This design comes from an exercise in tuning for a short achievable clock period on the open sky130 flow, not from production work.
No functional check of the RTL was part of any run shown here.
No activity file was given, so power comes from the tool's default toggle rates.

--- run.sh ---
#!/bin/bash
# synth_recipe.tcl (not shown) runs the flow's synth.tcl, then flattens the netlist and writes it again
# the make line also repeats each setting of config.mk as NAME=value (left out here)
make -C /OpenROAD-flow-scripts/flow DESIGN_CONFIG=/design/flow/config.mk WORK_HOME=/design/flow/orfs CLKGATE_MAP_FILE= SYNTH_SCRIPT=/design/flow/synth_recipe.tcl finish
--- design.v ---
module bp_entry_match #(
    parameter int TAG_W = 26
) (
    input  logic [TAG_W-1:0] a,       
    input  logic [TAG_W-1:0] t,       
    input  logic             s,       
    input  logic             v,       
    input  logic             c,       
    output logic             hit,
    output logic             tk
);
    logic eq;
    assign eq  = (a == t);
    assign hit = s && v && eq;
    assign tk  = s && c && eq;
endmodule
module bp_or16 (
    input  logic [15:0] x,
    output logic        y
);
    assign y = |x;
endmodule
module bp_mux #(
    parameter int W = 8
) (
    input  logic         s,
    input  logic [W-1:0] a,    
    input  logic [W-1:0] b,    
    output logic [W-1:0] y
);
    assign y = s ? a : b;
endmodule
module bp_pc4 (
    input  logic [31:0] pc,
    output logic [31:0] y
);
    assign y = {pc[31:2] + 30'd1, pc[1:0]};
endmodule
module bp_decode (
    input  logic [3:0]  idx,
    output logic [15:0] sel
);
    always_comb begin
        for (int i = 0; i < 16; i++) sel[i] = (idx == 4'(i));
    end
endmodule
module bp_tgt_sel (
    input  logic [15:0] sel,
    input  logic [511:0] tgt,      
    output logic [31:0]  y
);
    always_comb begin
        y = '0;
        for (int i = 0; i < 16; i++) y = y | ({32{sel[i]}} & tgt[32*i +: 32]);
    end
endmodule
module branch_predictor #(
    parameter int ENTRIES = 16,
    parameter int IDX_W   = 4,
    parameter int TAG_W   = 26
) (
    input  logic        clk,
    input  logic        rst_n,
    input  logic [31:0] if_pc,
    output logic        pred_hit,
    output logic        pred_taken,
    output logic [31:0] pred_target,
    input  logic        ex_valid,
    input  logic        ex_is_branch,
    input  logic [31:0] ex_pc,
    input  logic        ex_taken,
    input  logic [31:0] ex_target,
    input  logic        ex_pred_taken,
    input  logic [31:0] ex_pred_target,
    output logic        mispredict,
    output logic [31:0] redirect_pc,
    output logic [31:0] branch_cnt,
    output logic [31:0] mispred_cnt
);
    logic [ENTRIES-1:0] valid_q;
    logic [ENTRIES-1:0] ctr_hi_q;
    logic [ENTRIES-1:0] ctr_lo_q;
    logic [TAG_W-1:0]   tag_q [ENTRIES];
    logic [31:0]        tgt_q [ENTRIES];
    logic [IDX_W-1:0] if_idx;
    logic [IDX_W-1:0] ex_idx;
    logic [TAG_W-1:0] if_tag;
    logic [TAG_W-1:0] ex_tag;
    logic             upd;
    assign if_idx = if_pc[IDX_W+1:2];
    assign if_tag = if_pc[31:IDX_W+2];
    assign ex_idx = ex_pc[IDX_W+1:2];
    assign ex_tag = ex_pc[31:IDX_W+2];
    logic [ENTRIES-1:0] if_sel;
    logic [ENTRIES-1:0] hit_v;
    logic [ENTRIES-1:0] tk_v;
    logic [31:0]        tgt_idx;
    logic [31:0]        if_pc4;
    logic [3:0]         tk_copy;
    bp_decode u_if_dec (.idx(if_idx), .sel(if_sel));
    for (genvar i = 0; i < ENTRIES; i++) begin : g_if
        bp_entry_match #(.TAG_W(TAG_W)) u_m (
            .a(if_tag), .t(tag_q[i]), .s(if_sel[i]), .v(valid_q[i]), .c(ctr_hi_q[i]),
            .hit(hit_v[i]), .tk(tk_v[i])
        );
    end
    logic [511:0] tgt_flat;
    for (genvar i = 0; i < ENTRIES; i++) begin : g_tf
        assign tgt_flat[32*i +: 32] = tgt_q[i];
    end
    bp_tgt_sel u_tsel (.sel(if_sel), .tgt(tgt_flat), .y(tgt_idx));
    bp_pc4     u_if4  (.pc(if_pc), .y(if_pc4));
    bp_or16 u_hit (.x(hit_v), .y(pred_hit));
    bp_or16 u_tk  (.x(tk_v),  .y(pred_taken));
    for (genvar k = 0; k < 4; k++) begin : g_pt
        bp_or16 u_tkc (.x(tk_v), .y(tk_copy[k]));
        bp_mux #(.W(8)) u_mx (
            .s(tk_copy[k]), .a(tgt_idx[8*k+7:8*k]), .b(if_pc4[8*k+7:8*k]),
            .y(pred_target[8*k+7:8*k])
        );
    end
    logic        tgt_ne;
    logic [31:0] ex_pc4;
    assign upd         = ex_valid && ex_is_branch;
    assign tgt_ne      = (ex_pred_target != ex_target);
    assign mispredict  = rst_n && upd &&
                         ((ex_taken != ex_pred_taken) || (ex_taken && tgt_ne));
    bp_pc4 u_ex4 (.pc(ex_pc), .y(ex_pc4));
    assign redirect_pc = (rst_n && ex_taken) ? ex_target : ex_pc4;
    logic [ENTRIES-1:0] ex_sel;
    logic [ENTRIES-1:0] ex_hit_v;
    logic [ENTRIES-1:0] ex_tk_unused;
    bp_decode u_ex_dec (.idx(ex_idx), .sel(ex_sel));
    for (genvar i = 0; i < ENTRIES; i++) begin : g_ex
        bp_entry_match #(.TAG_W(TAG_W)) u_m (
            .a(ex_tag), .t(tag_q[i]), .s(ex_sel[i]), .v(valid_q[i]), .c(1'b0),
            .hit(ex_hit_v[i]), .tk(ex_tk_unused[i])
        );
    end
    always_ff @(posedge clk or negedge rst_n) begin
        if (!rst_n) begin
            valid_q     <= '0;
            ctr_hi_q    <= '0;
            ctr_lo_q    <= '1;
            branch_cnt  <= '0;
            mispred_cnt <= '0;
        end else begin
            if (upd && branch_cnt != 32'hFFFF_FFFF) begin
                branch_cnt <= branch_cnt + 32'd1;
            end
            if (mispredict && mispred_cnt != 32'hFFFF_FFFF) begin
                mispred_cnt <= mispred_cnt + 32'd1;
            end
            for (int i = 0; i < ENTRIES; i++) begin
                if (upd && ex_sel[i]) begin
                    if (ex_hit_v[i]) begin
                        if (ex_taken && {ctr_hi_q[i], ctr_lo_q[i]} != 2'b11) begin
                            {ctr_hi_q[i], ctr_lo_q[i]} <= {ctr_hi_q[i], ctr_lo_q[i]} + 2'd1;
                        end else if (!ex_taken && {ctr_hi_q[i], ctr_lo_q[i]} != 2'b00) begin
                            {ctr_hi_q[i], ctr_lo_q[i]} <= {ctr_hi_q[i], ctr_lo_q[i]} - 2'd1;
                        end
                    end else if (ex_taken) begin
                        valid_q[i]  <= 1'b1;
                        ctr_hi_q[i] <= 1'b1;
                        ctr_lo_q[i] <= 1'b0;
                    end
                end
            end
        end
    end
    always_ff @(posedge clk) begin
        for (int i = 0; i < ENTRIES; i++) begin
            if (rst_n && upd && ex_taken && ex_sel[i]) begin
                tag_q[i] <= ex_tag;
                tgt_q[i] <= ex_target;
            end
        end
    end
endmodule
--- config.mk ---
export PLATFORM = sky130hd
export DESIGN_NAME = branch_predictor
export DESIGN_NICKNAME = branch_predictor
export VERILOG_FILES = /design/flow/design.v
export SDC_FILE = /design/flow/constraint.sdc
export NUM_CORES = 4
export LEC_CHECK = 0
export ABC_CLOCK_PERIOD_IN_PS = 1000
export CAP_MARGIN = 20
export CORE_MARGIN = 2
export CORE_UTILIZATION = 40
export SETUP_SLACK_MARGIN = 2.5
export SLEW_MARGIN = 20
export SYNTH_HIERARCHICAL = 1
export SYNTH_MINIMUM_KEEP_SIZE = 0
--- constraint.sdc ---
create_clock -name core_clock -period 6.4 [get_ports {clk}]
set_input_delay 1.2800 -clock core_clock [delete_from_list [all_inputs] [get_ports {clk}]]
set_output_delay 1.2800 -clock core_clock [all_outputs]
set_load 0.01 [all_outputs]
==> summary.txt, run 1 <==
Pwr
  • Maximum vdd drop: 0.0002210 V
  • Power density over the cells: 245.1 nW/µm²
  • P_leak: 21.01 nW
  • Final Power: 15.38 mW

Setup path
  • Crit path capture type: primary output
  • Critical path launch point type: input pin
  • Critical path's largest stage delay: 440 ps
  • Most Frequent Cell on Critical Path: buf_6
  • Crit path required time: 5120 ps
  • Worst-path cell chain: buf_8 -> buf_6 -> buf_4 -> and4bb_2 -> nand4_1 -> nor2_1 -> and4_4 -> nor4_2 -> nand4_1 -> buf_6 -> buf_12 -> mux2_4 -> buf_6
  • CP max FO: 5
  • CP Depth: 13
  • FF-to-FF path depth: 9
  • Crit path DAT: 3830 ps
  • Critical path's top delay family: simple AND/OR/NAND/NOR gates
  • Crit-path slowest cell: and4bb_2
  • Buf/Inv on CP: 6
  • CP Class: in2out

Routing
  • Post-route ant nets: 0
  • Drt wl/cell: 29.52 µm
  • WL final: 171400 µm
  • # DRC: 0
  • DRT Pass-1 Iters: 6
  • DR vias: 33650
  • Vias/cell: 5.794
  • DRT iter0 DRCs: 3639

Place
  • Inst Count DP: 5418
  • Final GP Congestion: 0.8974
  • Post-DP HPWL: 105400 µm
  • Port Buf Inserts: 264

STA
  • Slew @ Worst Pin: 1121 ps
  • Total negative setup slack: 0 ps
  • Slew Limit Fails: 0
  • RSZ-0062 raised after global routing: true
  • Final worst path period share: 79.89%
  • Highest Clock Rate: 0.1956 GHz
  • Setup violators final: 0
  • Final Skew: 51.48 ps
  • Final Hold Viols: 0
  • Period minus WS final: 5113 ps
  • Rel. slew slack: 25.26%

CTS
  • Clock Pin Slew Worst Setup and Hold Paths: 60 ps
  • Root Buffer: clkbuf_16
  • Worst skew pair latency: 740 ps
  • Clk sink count: 1040
  • Longest Clk Path Bufs: 3
  • H-tree levels: 3
  • CTS tree: done
  • Total CTS buffers: 109

Logic synthesis
  • Synth Area per Inst: 14.44 µm²
  • Cells after Synth: 3421
  • Synthesis warning total: 13
  • Post-synth net total: 3591
  • Mapped Area: 49390 µm²

Floorplan
  • Starting Density: 40.42%
  • Core footprint: 122200 µm²
  • Die ar.: 126300 µm²
  • Rows: 128
  • I/O Pins: 265
  • Die Ht: 355.4 µm
  • Die Wd: 355.4 µm

Outcome
  • Outcome: no timing/DRC/antenna violations

Global routing
  • Vias in the first global route: 32650
  • Grt ovf: 0
  • Total track usage: 26.47%
  • Initial antenna violation count: 5
  • Global-route wire length before repair: 239400 µm
  • Maximum number of pins on one net before global-route repair: 65

Hold path
  • Hold crit path type: in2async

Final layout
  • Fin cells: 5807
  • Layout cell share with drive strength beyond 1: 23.23%
  • Area Growth Syn to Fin: 27.04%
  • Number of nets in the layout: 4261
  • Layout fillers: 10210

Flow run
  • Max Cap Viol: 0
==> placed cells by master (no fill, tap or decap), drive strengths merged, types with 16 or more instances in the layout <==
master         instances
clkbuf               138
o21ai                 17
clkdlybuf4s50         78
xnor2                845
o2111ai               16
ha                    36
inv                   62
dlygate4sd2           28
nor3                  62
nand4                276
a21oi                 17
dfrtp                 96
xor2                 152
a41o                  16
nand3                 70
clkdlybuf4s15         16
a22o                 128
nor4                  77
dfstp                 16
buf                  506
nor2                  90
and3                  19
a221oi               128
and4                  60
nor2b                 16
nand2                 87
edfxtp               928
mux2                  66
clkinv                55
==> path summary, 6_finish.rpt <==
kind                                     from         endpoint  slack (ps)
worst max register to register  tag_q[11][21]     ctr_hi_q[11]        3570
worst max-delay path                 if_pc[5]  pred_target[20]        1290
worst min register to register    valid_q[12]      valid_q[12]         490
min in group core_clock           valid_q[12]      valid_q[12]         490
worst min-delay path                    rst_n       valid_q[2]         430
max in group asynchronous               rst_n  mispred_cnt[21]        4110
==> sequential cells by signal, summed over array words and instances, names as in the netlist <==
signal / count
valid_q: 16
branch_cnt: 32
mispred_cnt: 32
tgt_q: 512
ctr_lo_q: 16
ctr_hi_q: 16
tag_q: 416
==> per-stage QoR <==
| step | worst slack, ps | utilization (%) | area [µm²] | hold slack [ps] |
|---|---|---|---|---|
| CTS | 1337 | 50.73 | 61990 | 394.9 |
| detailed placement | 242.1 | 45.28 | 55340 | 467.1 |
| finish | 1287 | 51.35 | 62750 | 425.9 |
| global placement | 298.6 | 45.28 | 55340 | 469.6 |
| global route | 1234 | 51.35 | 62740 | 415.1 |
| floorplan | 2201 | - | 49480 | 443.0 |
==> report_power, final <==
part	switching, mW	internal, mW	total [mW]
sequential	0.0773	7.47	7.55
clock	2.76	3.42	6.19
combinational	0.927	0.723	1.65
total	3.77	11.6	15.4
==> worst reg2reg max path, cell delays in order (launching register included) <==
cell       delay [ps]
edfxtp_1          430
xnor2_1           190
nand4_1           140
nor4_1            860
and4_1            380
inv_1              90
nor2_1            110
o2111ai_1         190
nor3_1            260
a21oi_1            60
==> timing repair <==
item                                    4_1_cts  5_1_grt
pin swaps                                    98       48
endpoints found under the setup margin       68       64
setup buffers                               130       27
cloned                                       28        2
hold buffers                                  0        0
gates resized for setup                     922      116
==> final cells by class <==
type	instances	area [µm²]	area share [%]
sequential	1040	30690	48.91
inverter	60	225.2	0.3589
clock buffer	134	2884	4.596
multi-input combinational	2234	19240	30.67
timing repair buffer	646	7082	11.29
clock inverter	66	584.3	0.9312
tap	1625	2033	3.240
antenna	2	5.005	0.007976
==> layer usage <==
metal / up-vias / global-route usage (%) / wire, µm
met5: - / 0 / 27
met4: 4 / 9.729 / 5878
met2: 1563 / 41.77 / 79510
li1: 14500 / - / -
met3: 255 / 4.769 / 14170
met1: 17320 / 36.55 / 71830
==> run 2: changes to the inputs <==
--- a/config.mk
+++ b/config.mk
@@ -10,3 +10,3 @@
 export CORE_MARGIN = 2
-export CORE_UTILIZATION = 40
+export CORE_UTILIZATION = 70
 export SETUP_SLACK_MARGIN = 2.5
==> summary.txt, run 2 <==
Outcome
  • Outcome: no timing/DRC/antenna violations (unchanged)

CTS
  • Root Buffer: clkbuf_16 (unchanged)
  • CTS tree: done (unchanged)
  • Total CTS buffers: 102 (was 109)
  • Clk sink count: 1040 (unchanged)
  • Worst skew pair latency: 710 ps (was 740 ps)
  • H-tree levels: 3 (unchanged)
  • Clock Pin Slew Worst Setup and Hold Paths: 60 ps (about the same)
  • Longest Clk Path Bufs: 3 (unchanged)

Routing
  • DRT Pass-1 Iters: 7 (was 6)
  • DRT iter0 DRCs: 7210 (was 3639)
  • DR vias: 38510 (was 33650)
  • Drt wl/cell: 36.76 µm (was 29.52 µm)
  • # DRC: 0 (unchanged)
  • Post-route ant nets: 0 (unchanged)
  • WL final: 187700 µm (was 171400 µm)
  • Vias/cell: 7.541 (was 5.794)

Place
  • Final GP Congestion: 0.9536 (was 0.8974)
  • Port Buf Inserts: 264 (unchanged)
  • Place WS: 214.7 ps (was 242.1 ps)
  • Post-DP HPWL: 95250 µm (was 105400 µm)

Global routing
  • Grt ovf: 0 (unchanged)
  • Initial antenna violation count: 9 (was 5)
  • Global-route wire length before repair: 256100 µm (was 239400 µm)
  • Total track usage: 48.84% (was 26.47%)
  • Maximum number of pins on one net before global-route repair: 64 (was 65)
  • Vias in the first global route: 37720 (was 32650)

Hold path
  • Hold Path End: ctr_lo_q[12]
  • Hold depth: 2
  • Hold crit path type: reg2reg (was in2async)
  • Critical hold path startpoint: ctr_lo_q[12]

Setup path
  • R2R setup slack: 3260 ps (was 3570 ps)
  • Worst R2R Start: tag_q[11][6] (was tag_q[11][21])
  • Crit path capture type: primary output (unchanged)
  • CP Class: in2out (unchanged)
  • Crit path required time: 5120 ps (about the same)
  • Reg2reg end: ctr_hi_q[11] (unchanged)
  • Critical path launch point type: input pin (unchanged)
  • FF-to-FF path depth: 9 (unchanged)
  • Crit path DAT: 4080 ps (was 3830 ps)
  • CP max FO: 5 (unchanged)

Final layout
  • Most flops, register: tgt_q (unchanged)
  • Most frequent cells in the layout: 928 x edfxtp_1, 794 x xnor2_1, 272 x nand4_1, 217 x buf_4, 142 x buf_6 (was 928 x edfxtp_1, 825 x xnor2_1, 272 x nand4_1, 234 x buf_4, 137 x buf_6)
  • Layout cell share with drive strength beyond 1: 23.55% (was 23.23%)
  • Leading cell type in the layout, fill and taps excluded: edfxtp_1 (unchanged)
  • Area Growth Syn to Fin: 25.83% (was 27.04%)
  • Layout fillers: 2650 (was 10210)
  • Top Registers: tgt_q: 512 flops, tag_q: 416 flops (unchanged)
  • Largest register FFs: 512 (unchanged)
  • Number of nets in the layout: 4248 (was 4261)

Floorplan
  • Die Ht: 269.6 µm (was 355.4 µm)
  • Die Wd: 269.6 µm (was 355.4 µm)
  • Rows: 97 (was 128)
  • Die ar.: 72700 µm² (was 126300 µm²)
  • Core footprint: 69910 µm² (was 122200 µm²)
  • I/O Pins: 265 (unchanged)
  • Starting Density: 70.65% (was 40.42%)

STA
  • Rel. slew slack: 23.05% (was 25.26%)
  • Final Skew: 34.79 ps (was 51.48 ps)
  • Slew Limit Fails: 0 (unchanged)
  • Period minus WS final: 5357 ps (was 5113 ps)
  • Highest Clock Rate: 0.1867 GHz (was 0.1956 GHz)
  • Total negative setup slack: 0 ps (unchanged)
  • Slew @ Worst Pin: 1154 ps (was 1121 ps)
  • Final Hold Viols: 0 (unchanged)
  • Setup violators final: 0 (unchanged)
  • Final worst path period share: 83.70% (was 79.89%)
  • PnR worst setup slack: 1043 ps (was 1287 ps)
  • RSZ-0062 raised after global routing: true (unchanged)

Logic synthesis
  • Cells after Synth: 3421 (unchanged)
  • Mapped Area: 49390 µm² (unchanged)
  • Synth Area per Inst: 14.44 µm² (unchanged)
  • Post-synth net total: 3591 (unchanged)
  • Synthesis warning total: 13 (unchanged)

Pwr
  • Maximum vdd drop: 0.0003094 V (was 0.0002210 V)
  • P_leak: 21.24 nW (was 21.01 nW)
  • Power density over the cells: 249.8 nW/µm² (was 245.1 nW/µm²)
  • Final Power: 15.53 mW (was 15.38 mW)

Flow run
  • Max Cap Viol: 0 (unchanged)
[run 2: cell types whose count changed in the layout (fill, tap and decap cells not counted), sizes merged, moves of 2 or more]
cell / before / now
clkinv: 55 / 41
dlygate4sd2: 28 / 17
buf: 506 / 511
bufinv: 5 / 8
clkbuf: 138 / 135
clkdlybuf4s15: 16 / 19
diode: 2 / 5
inv: 62 / 64
[run 2: power by group]
group,internal (mW),leakage (nW),switching [mW]
sequential,7.47,9.71,0.0824
combinational,0.741,9.89,1.00
clock,3.42,1.64,2.81
total,11.6,21.2,3.90
[run 2: per-layer routing]
| metal | vias to the layer above | share of wire, % | track usage [%] |
|---|---|---|---|
| met5 | - | 0.035 | 0 |
| met4 | 10 | 9.6 | 35.16 |
| met3 | 1208 | 17 | 17.69 |
| met2 | 4287 | 43 | 72.97 |
| met1 | 18520 | 31 | 59.03 |
| li1 | 14480 | - | - |
[run 2: worst max-delay path, cell delays in order]
cell and delay, ps:
buf_12 110, buf_12 140, buf_4 160, xnor2_1 230, nand4_1 270, nor4_4 380, and4_4 350, nor4_4 60
nand4_1 300, buf_12 190, buf_8 130, mux2_4 320, buf_6 130
[run 2: stage by stage]
stage               instances  cell area (µm²)  util, %  hold slack, ps
floorplan                3421            49480        -           443.0
global placement         4692            54140    77.45           464.6
detailed placement       4692            54140    77.45           479.1
CTS                      5059            61270    87.64           492.7
global route             5102            62140    88.88           506.4
finish                   5107            62150    88.90           493.7
[run 2: timing repair]
action | 4_1_cts | 5_1_grt
gates resized for setup | 1029 | 114
hold buffers | 0 | 0
gates cloned | 35 | 0
endpoints found under the setup margin | 71 | 66
setup buffers | 144 | 42
pin swaps | 104 | 56
[run 2: how the worst max path moves through the flow]
stage | startpoint | endpoint | slack [ps] | cells after the start
floorplan | if_pc[4] | pred_target[0] | 2200 | 9
global placement | if_pc[2] | pred_target[0] | 290 | 11
detailed placement | if_pc[2] | pred_target[2] | 210 | 11
CTS | if_pc[6] | pred_target[6] | 1320 | 14
global route | if_pc[31] | pred_target[4] | 1100 | 13
finish | if_pc[6] | pred_target[4] | 1040 | 13
[run 2: cell type report]
cell class	instances	area (µm²)	share of cell area [%]
inverter	60	225.2	0.3624
timing repair buffer	640	7267	11.69
tap	940	1176	1.892
clock inverter	57	581.8	0.9362
multi-input combinational	2234	19410	31.23
sequential	1040	30690	49.38
clock buffer	131	2785	4.481
antenna	5	12.51	0.02013

[separate check: timing with driven ports]
Ports are ideal in the flow. The routed layouts listed here were re-timed in OpenROAD.
Step 1 assumes that a clkbuf_16 drives the clock port and a buf_2 every other input.
Step 2, shift: input delay + t, output delay - t, t = (earliest + latest rising clock arrival at the registers) / 2. This alone moves slack from input paths to output paths.
Three values: no drivers, after step 1, after step 2; two values: the first two.
run | shift t [ns] | setup slack, ns | cell pins on the clock port's net
run 1 | 0.787 | 1.287 / 1.219 / 1.219 | 1
run 2 | 0.763 | 1.043 / 0.979 / 0.979 | 1
After both steps every run listed still meets setup and hold. The setup slack of run 1, which loses most, moves by -0.068 ns with the drivers and by -0.068 ns with both steps.
